Context: an optimization exercise on an open-source flow, tuned for small area, a short achievable clock period and few clock cycles. The choices shown serve that exercise and are no tape-out recipe. No activity file was given, so power comes from the tool's default toggle rates.

## run 1
## axiToAhbBridge
module axiToAhbBridge (
    input  wire         ACLK,
    input  wire         rst,
    input  wire         awValid,
    output logic        awReady,
    input  wire  [3:0]  awId,
    input  wire  [31:0] awAddr,
    input  wire  [3:0]  awLen,
    input  wire  [2:0]  awSize,
    input  wire         wValid,
    output logic        wReady,
    input  wire  [31:0] wData,
    input  wire         wLast,
    output logic        bValid,
    input  wire         bReady,
    output logic [3:0]  bId,
    output logic [1:0]  bResp,
    input  wire         arValid,
    output logic        arReady,
    input  wire  [3:0]  arId,
    input  wire  [31:0] arAddr,
    input  wire  [3:0]  arLen,
    input  wire  [2:0]  arSize,
    output logic        rValid,
    input  wire         rReady,
    output logic [3:0]  rId,
    output logic [31:0] rData,
    output logic [1:0]  rResp,
    output logic        rLast,
    output logic [31:0] hAddr,
    output logic        hWrite,
    output logic [2:0]  hSize,
    output logic [1:0]  hTrans,
    output logic [31:0] hWData,
    input  wire  [31:0] hRData,
    input  wire         hReady,
    input  wire         hResp
);
For scale: ~390 cells after synthesis, roughly 81 flip-flops, about 3900 sq um of cells after synthesis.
clock: 5.5 ns
lec_check: 0
cap_margin: 20
core_margin: 2
core_utilization: 55
place_density: 0.7
setup_slack_margin: 2.76
slew_margin: 20
standard.sh (not shown) runs the stock make flow with config.mk's settings and CLKGATE_MAP_FILE= SYNTH_SCRIPT=/design/flow/synth_recipe.tcl, a recipe that flattens the netlist after the stock synthesis.
==> flow/flow/run.sh <==
#!/bin/bash
set -euo pipefail
export BUFFER_PORTS_ARGS="-buffer_cell sky130_fd_sc_hd__buf_1"
export CTS_ARGS="-sink_clustering_enable -repair_clock_nets -dont_use_dummy_load -buf_list sky130_fd_sc_hd__clkbuf_8 -root_buf sky130_fd_sc_hd__clkbuf_8"
if ! bash standard.sh finish > make_finish.log 2>&1; then
  tail -50 make_finish.log
  exit 1
fi
Relative to run 1, the following input files were edited for run 2:
# run 1
export LEC_CHECK = 0
export CAP_MARGIN = 20
export CORE_MARGIN = 2
export CORE_UTILIZATION = 55
export PLACE_DENSITY = 0.7
export SETUP_SLACK_MARGIN = 2.76
export SLEW_MARGIN = 20
create_clock -name core_clock -period 5.5 [get_ports {ACLK}]
# run 2
export LEC_CHECK = 0
export CAP_MARGIN = 20
export CORE_MARGIN = 2
export CORE_UTILIZATION = 55
export PLACE_DENSITY = 0.7
export SETUP_SLACK_MARGIN = 2.65
export SLEW_MARGIN = 20
create_clock -name core_clock -period 5.5 [get_ports {ACLK}]
Notes after the runs:
Routed wire in run 2 totals less than in run 1. Between run 2 and run 1, the via count is higher for run 1. The lower non-clock buffer total of the final layout came out of run 2. Run 2 reports its end point of the critical path as hSize[1] while run 1 reports hAddr[8]. For run 1, the top layer reached by signal wires was met5, unlike run 2, where it was met4.
> inputs changed (run 2 -> run 3)
# run 2
export LEC_CHECK = 0
export CAP_MARGIN = 20
export CORE_MARGIN = 2
export CORE_UTILIZATION = 55
export PLACE_DENSITY = 0.7
export SETUP_SLACK_MARGIN = 2.65
export SLEW_MARGIN = 20
create_clock -name core_clock -period 5.5 [get_ports {ACLK}]
# run 3
export LEC_CHECK = 0
export CAP_MARGIN = 20
export CORE_MARGIN = 2
export CORE_UTILIZATION = 55
export PLACE_DENSITY = 0.7
export SETUP_SLACK_MARGIN = 2.72
export SLEW_MARGIN = 20
create_clock -name core_clock -period 5.5 [get_ports {ACLK}]
## What came out
Relative to run 2, run 3 improves fmax.
On overall power, the lower figure sits with run 2, not run 3.
Compared run 2 against run 3; die footprint within noise.
Of run 3 and run 2, it is run 3 that has the higher post-route met1 wirelength.
Run 3 | status: complete | timing, DRC, antenna: pass
On clock group share of total power, the higher figure sits with run 2, not run 3.
The post-route cell area reported for run 3 is greater than that of run 2 by 300 sq um.
Number of standard cells in the layout, taps in and fillers out: run 3 vs run 2 up 20
In run 3 the area added between synthesis and finish turned out 7.8 points higher than in run 2.
Run 3 -> run 2: synthesized area delta 0, exact match
No run of this note included a check of the RTL's function; only the layout flow was run.

## red
The RTL this note starts from:
==> flow/design.v <==
`default_nettype none
package axiAhbPkg;
    localparam int AddrWidth    = 32;
    localparam int DataWidth    = 32;
    localparam int IdWidth      = 4;
    localparam int MaxBeats     = 16;
    localparam int BeatIdxWidth = 4;
    typedef enum logic [1:0]
    {
        OKAY   = 2'd0,
        SLVERR = 2'd2
    } axiResp_e;
    typedef enum logic [1:0]
    {
        IDLE   = 2'd0,
        NONSEQ = 2'd2
    } ahbTrans_e;
    typedef enum logic [2:0]
    {
        BYTE = 3'd0,
        HALF = 3'd1,
        WORD = 3'd2
    } axiSize_e;
    typedef struct packed
    {
        logic [IdWidth-1:0]      id;
        logic [AddrWidth-1:0]    addr;
        logic [BeatIdxWidth-1:0] len;
        axiSize_e                size;
    } burstReq_t;
    typedef struct packed
    {
        logic [DataWidth-1:0] data;
        logic                 err;
    } readBeat_t;
endpackage
`default_nettype wire
`timescale 1ns/1ps
`default_nettype none
module bridgeNand2 (
    input  wire  a,
    input  wire  b,
    output logic y
);
    assign y = !(a && b);
endmodule
module bridgeNand3 (
    input  wire  a,
    input  wire  b,
    input  wire  c,
    output logic y
);
    assign y = !(a && b && c);
endmodule
module bridgeAnd2 (
    input  wire  a,
    input  wire  b,
    output logic y
);
    assign y = a && b;
endmodule
module bridgeAo21 (
    input  wire  a,
    input  wire  b0,
    input  wire  b1,
    output logic y
);
    assign y = a || (b0 && b1);
endmodule
module bridgeAo3 (
    input  wire  a0,
    input  wire  a1,
    input  wire  b0,
    input  wire  b1,
    input  wire  b2,
    input  wire  c0,
    input  wire  c1,
    output logic y
);
    logic na;
    logic nb;
    logic nc;
    bridgeNand2 uNa (.a(a0), .b(a1), .y(na));
    bridgeNand3 uNb (.a(b0), .b(b1), .c(b2), .y(nb));
    bridgeNand2 uNc (.a(c0), .b(c1), .y(nc));
    bridgeNand3 uY  (.a(na), .b(nb), .c(nc), .y(y));
endmodule
module bridgeAo4 (
    input  wire  a0,
    input  wire  a1,
    input  wire  b0,
    input  wire  b1,
    input  wire  b2,
    input  wire  c0,
    input  wire  c1,
    input  wire  d0,
    input  wire  d1,
    input  wire  d2,
    output logic y
);
    logic na;
    logic nb;
    logic nc;
    logic nd;
    bridgeNand2 uNa (.a(a0), .b(a1), .y(na));
    bridgeNand3 uNb (.a(b0), .b(b1), .c(b2), .y(nb));
    bridgeNand2 uNc (.a(c0), .b(c1), .y(nc));
    bridgeNand3 uNd (.a(d0), .b(d1), .c(d2), .y(nd));
    assign y = !(na && nb && nc && nd);
endmodule
module bridgeSel3 #(
    parameter int Width = 1
) (
    input  wire  [Width-1:0] d0,
    input  wire  [Width-1:0] d1,
    input  wire  [Width-1:0] d2,
    input  wire              s0,
    input  wire              s1,
    input  wire              s2,
    output logic [Width-1:0] y
);
    for (genvar i = 0; i < Width; i++)
    begin : gBit
        logic n0;
        logic n1;
        logic n2;
        bridgeNand2 uN0 (.a(s0), .b(d0[i]), .y(n0));
        bridgeNand2 uN1 (.a(s1), .b(d1[i]), .y(n1));
        bridgeNand2 uN2 (.a(s2), .b(d2[i]), .y(n2));
        bridgeNand3 uY  (.a(n0), .b(n1), .c(n2), .y(y[i]));
    end
endmodule
`default_nettype wire
`timescale 1ns/1ps
`default_nettype none
module axiToAhbBridge (
    input  wire         ACLK,
    input  wire         rst,
    input  wire         awValid,
    output logic        awReady,
    input  wire  [3:0]  awId,
    input  wire  [31:0] awAddr,
    input  wire  [3:0]  awLen,
    input  wire  [2:0]  awSize,
    input  wire         wValid,
    output logic        wReady,
    input  wire  [31:0] wData,
    input  wire         wLast,
    output logic        bValid,
    input  wire         bReady,
    output logic [3:0]  bId,
    output logic [1:0]  bResp,
    input  wire         arValid,
    output logic        arReady,
    input  wire  [3:0]  arId,
    input  wire  [31:0] arAddr,
    input  wire  [3:0]  arLen,
    input  wire  [2:0]  arSize,
    output logic        rValid,
    input  wire         rReady,
    output logic [3:0]  rId,
    output logic [31:0] rData,
    output logic [1:0]  rResp,
    output logic        rLast,
    output logic [31:0] hAddr,
    output logic        hWrite,
    output logic [2:0]  hSize,
    output logic [1:0]  hTrans,
    output logic [31:0] hWData,
    input  wire  [31:0] hRData,
    input  wire         hReady,
    input  wire         hResp
);
    logic [31:0] addr;       
    logic [3:0]  cnt;        
    logic [1:0]  size;
    logic [3:0]  id;
    logic        wr;         
    logic        err;        
    logic [31:0] data;       
    logic        idle;       
    logic        wsel;       
    logic        busy;       
    logic        rSel;       
    logic        wDpL;       
    logic        wIss;       
    logic        rIss;       
    logic        lastW;      
    logic        idleLW;     
    logic        idleLR;     
    logic        wselN;
    logic        ap;         
    logic        dp;         
    logic        rp;         
    logic        wA;         
    logic        rA;         
    logic        rDp;        
    logic        rRp;        
    logic        wRp;        
    logic        ldW;
    logic        ldR;
    logic [31:0] cAddr;
    logic [1:0]  cSize;
    logic [3:0]  cCnt;
    logic        issue;
    logic        accept;
    logic        dpDone;
    logic        respValid;
    logic        respReady;
    logic        apN;
    logic        dpN;
    logic        rpN;
    logic        wrN;
    assign wA   = ap && wr;
    assign rA   = ap && !wr;
    assign rDp  = dp && !wr;
    assign rRp  = rp && !wr;
    assign wRp  = rp && wr;
    assign idleLW  = idle && lastW;
    assign idleLR  = idle && !lastW;
    assign arReady = idleLW || (idleLR && !awValid);
    assign awReady = wsel;
    assign ldR     = arValid && arReady;
    assign wselN   = awValid && (idleLR || (idleLW && !arValid));
    assign ldW     = wsel;
    bridgeSel3 #(.Width(32)) uSelAddr (.d0(arAddr), .d1(awAddr), .d2(addr), .s0(idle), .s1(wsel), .s2(busy), .y(cAddr));
    bridgeSel3 #(.Width(2)) uSelSize (.d0(arSize[1:0]), .d1(awSize[1:0]), .d2(size), .s0(idle), .s1(wsel), .s2(busy), .y(cSize));
    assign cCnt  = ({4{idle}} & arLen) | ({4{wsel}} & awLen) | ({4{busy}} & cnt);
    assign issue  = (wIss && wValid) || (rIss && hReady && rReady) || ldR;
    assign accept = issue && hReady;
    assign dpDone = dp && hReady;
    logic hTransNs;
    bridgeAo4 uHTrans (.a0(wIss), .a1(wValid), .b0(rIss), .b1(hReady), .b2(rReady), .c0(idleLW), .c1(arValid),
                       .d0(idleLR), .d1(arValid), .d2(!awValid), .y(hTransNs));
    assign hTrans = {hTransNs, 1'b0};
    assign hAddr  = cAddr;
    assign hWrite = wsel || (!idle && wr);
    assign hSize  = {1'b0, cSize};
    assign hWData = data;
    logic wrTake;
    assign wrTake = wIss && hReady;
    bridgeAnd2 uWReady (.a(wIss), .b(hReady), .y(wReady));
    logic bVal;
    assign bVal = wRp || (wDpL && hReady);
    bridgeAo21 uBValid (.a(wRp), .b0(wDpL), .b1(hReady), .y(bValid));
    assign bId    = id;
    assign bResp  = {err || (dp && hResp), 1'b0};
    logic rVal;
    assign rVal = rRp || (rDp && hReady);
    bridgeAo21 uRValid (.a(rRp), .b0(rDp), .b1(hReady), .y(rValid));
    assign rId    = id;
    assign rData  = rSel ? data : hRData;
    assign rResp  = {rp ? err : hResp, 1'b0};
    assign rLast  = !ap;
    logic [11:0] incAddr;
    logic [3:0]  decCnt;
    logic [2:0] incLow;
    assign incLow  = {1'b0, cAddr[1:0]} + {1'b0, cSize == 2'd1, cSize == 2'd0};
    assign incAddr = {cAddr[11:2] + {9'd0, incLow[2] || (cSize == 2'd2)}, incLow[1:0]};
    assign decCnt  = cCnt - 4'd1;
    assign respValid = bVal || rVal;
    assign respReady = wr ? bReady : rReady;
    assign wrN = wsel || (!idle && wr);
    assign apN = (ap || ldR || wsel) && !(accept && (cCnt == 4'd0));
    assign dpN = accept || (dp && !hReady);
    assign rpN = respValid && !respReady;
    always_ff @(posedge ACLK)
    begin
        if (rst)
        begin
            idle <= 1'b1;
            wsel <= 1'b0;
            busy <= 1'b0;
            rSel <= 1'b0;
            wDpL <= 1'b0;
            wIss <= 1'b0;
            rIss <= 1'b0;
            ap   <= 1'b0;
            dp   <= 1'b0;
            rp   <= 1'b0;
            lastW <= 1'b0;
        end
        else
        begin
            idle <= !(apN || dpN || rpN) && !wselN;
            wsel <= wselN;
            if (ldR || wselN)
                lastW <= wselN;
            busy <= apN || dpN || rpN;
            rSel <= rpN || wrN;
            wDpL <= dpN && wrN && !apN;
            wIss <= (apN && wrN) || wselN;
            rIss <= apN && !wrN;
            ap   <= apN;
            dp   <= dpN;
            rp   <= rpN;
        end
    end
    always_ff @(posedge ACLK)
    begin
        data <= wrTake ? wData : rData;
    end
    always_ff @(posedge ACLK)
    begin
        addr[31:12] <= cAddr[31:12];
        addr[11:0]  <= accept ? incAddr : cAddr[11:0];
        cnt         <= accept ? decCnt : cCnt;
        size        <= cSize;
        wr <= wrN;
        if (idle || wsel)
            id <= wsel ? awId : arId;
        err <= !(idle || wsel) && (wr ? bResp[1] : rResp[1]);
    end
endmodule
`default_nettype wire
==> flow/config.mk <==
export PLATFORM = sky130hd
export DESIGN_NAME = axiToAhbBridge
export DESIGN_NICKNAME = axiToAhbBridge
export VERILOG_FILES = /design/flow/design.v
export SDC_FILE = /design/flow/constraint.sdc
export NUM_CORES = 4
export LEC_CHECK = 0
export CAP_MARGIN = 20
export CORE_MARGIN = 2
export CORE_UTILIZATION = 55
export PLACE_DENSITY = 0.7
export SETUP_SLACK_MARGIN = 2.72
export SLEW_MARGIN = 20
export SYNTH_HIERARCHICAL = 1
export SYNTH_MINIMUM_KEEP_SIZE = 0
==> flow/constraint.sdc <==
create_clock -name core_clock -period 5.5 [get_ports {ACLK}]
set_input_delay 1.1000 -clock core_clock [delete_from_list [all_inputs] [get_ports {ACLK}]]
set_output_delay 1.1000 -clock core_clock [all_outputs]
set_load 0.01 [all_outputs]
Scripts as last shown in full above: flow/flow/run.sh
red ended with every stage complete and zero timing, DRC or antenna violations.
#### Input delta (blue over red)
--- a/flow/config.mk
+++ b/flow/config.mk
@@ -10,5 +10,5 @@
 export CORE_UTILIZATION = 55
 export PLACE_DENSITY = 0.7
-export SETUP_SLACK_MARGIN = 2.72
+export SETUP_SLACK_MARGIN = 2.65
 export SLEW_MARGIN = 20
 export SYNTH_HIERARCHICAL = 1
Results
The final layout from blue, which completed every stage, passed the timing, DRC and antenna checks at the end of the flow.
Re total iterations of the first detailed-routing run: red was higher than blue.
From red to blue the numbers moved as follows: routed wire length moved down; signed area change from the synthesized netlist to the final layout lost 2.3 points; final standard cell area without fillers decreased by 1.7% relative to the old numbers; combined area of the multi-input logic cells decreased 49 um^2; clock skew flat.
Delta (blue minus red): share of cells above drive strength 1 fell 1.9 points; via count fell 2.8%.
In blue, the final worst hold slack came out 0.0070 ns below the value in red.
Summary of blue over red: total of cells resized after clock tree synthesis lower; placed cell area lost 0.64%.
Function was not checked in any run of this note: the RTL went through the layout flow alone.

-- separate check: timing with driven ports --
The flow's constraints put no driver on any port. The routed layouts listed below were extracted and timed again, unchanged, in two steps.
Step 1 sets driving cells, clkbuf_16 on the clock port and buf_2 on the other inputs (assumed; they add their load-dependent delay and slew).
Step 2 adds t to the input delays and takes it off the output delays; t is the mean of the earliest and latest rising clock arrival at the registers after step 1. Input paths then give back, and output paths get back, about the clock's delay inside the block.
a / b / c = ideal / step 1 / step 2; a / b = the first two.
| run | t (ns) | setup slack, ns | worst setup path after step 2 |
|---|---|---|---|
| run 1 | 0.366 | 2.655 / 2.632 / 2.332 | input to register |
| run 2 | 0.355 | 2.590 / 2.569 / 2.292 | input to register |
| run 3 | 0.362 | 2.673 / 2.632 / 2.398 | input to register |
| red | 0.365 | 2.752 / 2.718 / 2.542 | input to register |
| blue | 0.365 | 2.710 / 2.678 / 2.553 | input to register |
After both steps every run listed still meets setup and hold. For run 1, which loses most, drivers alone change the setup slack by -0.023 ns; drivers and shift together by -0.323 ns.
